This design comes from an exercise in tuning for small area, a short achievable clock period and few clock cycles on the open sky130 flow, not from production work. The RTL was checked by simulation tests, not by an equivalence proof against the original design.

Setup of run 1:
// aesTop
module aesTop (
	input logic clock,
	input logic reset,
	input logic start,
	input aesTypesPkg::aesBlock plainText,
	input aesTypesPkg::aesBlock key,
	output aesTypesPkg::aesBlock cipherText,
	output logic done
);
==> module aesRoundDatapath, before the edit <==
module aesRoundDatapath (
	input logic clock,
	input logic idle,
	input logic enable,
	input logic lastRound,
	input aesTypesPkg::aesBlock plainText,
	input aesTypesPkg::aesBlock roundKey,
	output aesTypesPkg::aesBlock cipherText
);
	aesTypesPkg::aesBlock stateReg;
	aesTypesPkg::aesBlock subBytes;
	aesTypesPkg::aesBlock shifted;
	aesTypesPkg::aesBlock mixed;
	for (genvar i = 0; i < 16; i++) begin : genSubBytes
		aesSbox uSbox (
			.inByte(stateReg[8*i +: 8]),
			.outByte(subBytes[8*i +: 8])
		);
	end
	assign shifted = aesTypesPkg::shiftRows(subBytes);
	assign mixed = shifted ^ (aesTypesPkg::mixDelta(shifted) & {128{~lastRound}});
	always_ff @(posedge clock) begin
		if (enable)
			stateReg <= (idle ? plainText : mixed) ^ roundKey;
	end
	assign cipherText = stateReg;
endmodule
clock: 25.0 ns
lec_check: 0
cap_margin: 20
core_margin: 2
core_utilization: 40
slew_margin: 20
standard.sh (not shown) runs the stock make flow with config.mk's settings and CLKGATE_MAP_FILE= SYNTH_SCRIPT=/design/flow/synth_recipe.tcl, a recipe that flattens the netlist after the stock synthesis.
==> flow/flow/run.sh <==
#!/bin/bash
# Own layout flow: the standard layout (standard.sh) with these changes.
#  1. Synthesis maps the logic with flow/abc_map.script (see flow/synth.tcl).
#  2. ORFS's repair_timing steps aim for a setup margin of SETUP_MARGIN ns, so
#     that the layout reaches a shorter period than the 25 ns it is built for.
#  3. Ports are buffered with PORT_BUF instead of ORFS's default delay cell.
# make's output goes to layout.log; each ORFS step keeps its own log under
# orfs/logs/.
set -euo pipefail
W=$(pwd)
SETUP_MARGIN=${SETUP_MARGIN:-18.4}
PORT_BUF=${PORT_BUF:-sky130_fd_sc_hd__buf_1}
bash standard.sh SYNTH_SCRIPT="$W/flow/synth.tcl" SETUP_SLACK_MARGIN=$SETUP_MARGIN \
  BUFFER_PORTS_ARGS="-buffer_cell $PORT_BUF" finish > "$W/layout.log" 2>&1
==> flow/flow/abc_map.script <==
strash
&get -n
&st
&dch
&nf -R 50
&put
topo
stime -c
buffer -c
upsize -c
dnsize -c
==> flow/flow/synth.tcl <==
set my_abc_script [file join [file dirname [info script]] abc_map.script]
proc synth {args} { yosys synth -nofsm -noshare {*}$args }
proc abc {args} {
  global my_abc_script
  set i [lsearch -exact $args -script]
  if {$i >= 0} { set args [lreplace $args [expr {$i + 1}] [expr {$i + 1}] $my_abc_script] }
  yosys abc {*}$args
}
source $::env(SCRIPTS_DIR)/synth.tcl
# left out here: clear keep_hierarchy, flatten, clean up, hide names made inside functions, write 1_2_yosys.v
Testbench counts of run 1, summed over its fixed seeds: cycles 26,400.
Input changes introduced in run 2 (baseline for comparison: run 1):
diff --git a/flow/design.v b/flow/design.v
--- a/flow/design.v
+++ b/flow/design.v
@@ -235,22 +235,26 @@
 	output aesTypesPkg::aesBlock cipherText
 );
 	aesTypesPkg::aesBlock stateReg;
 	aesTypesPkg::aesBlock subBytes;
 	aesTypesPkg::aesBlock shifted;
-	aesTypesPkg::aesBlock mixed;
+	aesTypesPkg::aesBlock base;
+	aesTypesPkg::aesBlock delta;
+	logic noMix;
 	for (genvar i = 0; i < 16; i++) begin : genSubBytes
 		aesSbox uSbox (
 			.inByte(stateReg[8*i +: 8]),
 			.outByte(subBytes[8*i +: 8])
 		);
 	end
 	assign shifted = aesTypesPkg::shiftRows(subBytes);
-	assign mixed = shifted ^ (aesTypesPkg::mixDelta(shifted) & {128{~lastRound}});
+	assign noMix = idle || lastRound;
+	assign base = (idle ? plainText : shifted) ^ roundKey;
+	assign delta = aesTypesPkg::mixDelta(shifted) & {128{~noMix}};
 	always_ff @(posedge clock) begin
 		if (enable)
-			stateReg <= (idle ? plainText : mixed) ^ roundKey;
+			stateReg <= base ^ delta;
 	end
 	assign cipherText = stateReg;
 endmodule
 module aesSequencer (
 	input logic clock,
--- outcome ---
Between run 2 and run 1, it is run 2 whose non-clock buffer total of the final layout is lower, by about 4.3%. Area of all placed cells without fillers, run 1 and run 2: higher on run 1. The total wire length after detailed routing reported for run 2 is greater than that of run 1 by about 10%. Diff run 1 -> run 2 | largest stage delay on the critical path | increase of 0.44 ns. Relative to run 1, the critical path depth of run 2 is higher by 19.
Testbench counts of run 2, summed over its fixed seeds: cycles 26,400.


RTL: one of the versions met above, not the one the previous note started from.
For scale: roughly 4100 cells after synthesis, roughly 260 flip-flops, about 34000 µm² of cells after synthesis.
==> module aesKeySchedule, before the edit <==
module aesKeySchedule (
	input logic clock,
	input logic idle,
	input aesTypesPkg::aesByte rcon,
	input aesTypesPkg::aesBlock key,
	output aesTypesPkg::aesBlock roundKey
);
	aesTypesPkg::aesBlock keyReg;
	aesTypesPkg::aesBlock nextKey;
	aesTypesPkg::aesWord w0, w1, w2, w3;
	aesTypesPkg::aesWord rotWord;
	aesTypesPkg::aesWord subWord;
	aesTypesPkg::aesWord g;
	assign {w0, w1, w2, w3} = keyReg;
	assign rotWord = {w3[23:0], w3[31:24]};
	for (genvar i = 0; i < 4; i++) begin : genSubWord
		aesSbox uSbox (
			.inByte(rotWord[8*i +: 8]),
			.outByte(subWord[8*i +: 8])
		);
	end
	assign g = subWord ^ {rcon, 24'h000000};
	assign nextKey[127:96] = w0 ^ g;
	assign nextKey[95:64] = w1 ^ w0 ^ g;
	assign nextKey[63:32] = w2 ^ w1 ^ w0 ^ g;
	assign nextKey[31:0] = w3 ^ w2 ^ w1 ^ w0 ^ g;
	assign roundKey = idle ? key : nextKey;
	always_ff @(posedge clock)
		keyReg <= roundKey;
endmodule
export LEC_CHECK = 0
export CAP_MARGIN = 20
export CORE_MARGIN = 2
export CORE_UTILIZATION = 40
export SLEW_MARGIN = 20
create_clock -name core_clock -period 25.0 [get_ports {clock}]
==> flow/flow/abc_map.script <==
strash
&get -n
&st
&dch
&nf -R 50
&put
Scripts as last shown in full above: flow/flow/run.sh, flow/flow/synth.tcl
Testbench counts at the start, summed over its fixed seeds: cycles 26,400.
Change:
--- a/flow/design.v
+++ b/flow/design.v
@@ -217,11 +217,11 @@
 		);
 	end
 	assign g = subWord ^ {rcon, 24'h000000};
 	assign nextKey[127:96] = w0 ^ g;
-	assign nextKey[95:64] = w1 ^ w0 ^ g;
-	assign nextKey[63:32] = w2 ^ w1 ^ w0 ^ g;
-	assign nextKey[31:0] = w3 ^ w2 ^ w1 ^ w0 ^ g;
+	assign nextKey[95:64] = w1 ^ nextKey[127:96];
+	assign nextKey[63:32] = w2 ^ nextKey[95:64];
+	assign nextKey[31:0] = w3 ^ nextKey[63:32];
 	assign roundKey = idle ? key : nextKey;
 	always_ff @(posedge clock)
 		keyReg <= roundKey;
 endmodule
Outcome: Clock skew came out higher by 0.0068 ns. Area after synthesis fell by about 1.8%. Via count goes down by about 3.2%. Cell count falls by about 2.3%. Maximum frequency is about the same. Wire length goes down by 3.9%.
Testbench counts after the change, summed over its fixed seeds: cycles 26,400.

separate check: timing with driven ports:
In the flow no input, the clock included, has a driving cell. The finished layouts below were timed again as built, in two steps.
Step 1, drivers: a clkbuf_16 drives clock and a buf_2 each remaining input, both assumed.
Step 2 also shifts input and output timing later by t, the mid clock arrival at the registers, as if the neighbouring blocks saw the same clock.
Three values: ideal, step 1, step 2; two values: the first two.
run | shift t [ns] | setup slack, ns | worst hold slack (ns) | latest minus earliest clock arrival (ns)
run 1 | 0.655 | 18.439 / 18.377 / 18.092 | 0.492 / 0.492 / 0.492 | 0.041 / 0.041
run 2 | 0.623 | 18.480 / 18.443 / 17.952 | 0.521 / 0.521 / 0.521 | 0.017 / 0.017
the first run of note 2 | 0.611 | 18.492 / 18.426 / 18.101 | 0.531 / 0.531 / 0.531 | 0.029 / 0.029
the second run of note 2 | 0.618 | 18.508 / 18.526 / 17.938 | 0.507 / 0.507 / 0.507 | 0.036 / 0.036
After both steps setup and hold are still met in every run listed. The setup slack of the second run of note 2, which loses most, moves by +0.018 ns with the drivers and by -0.570 ns with both steps.
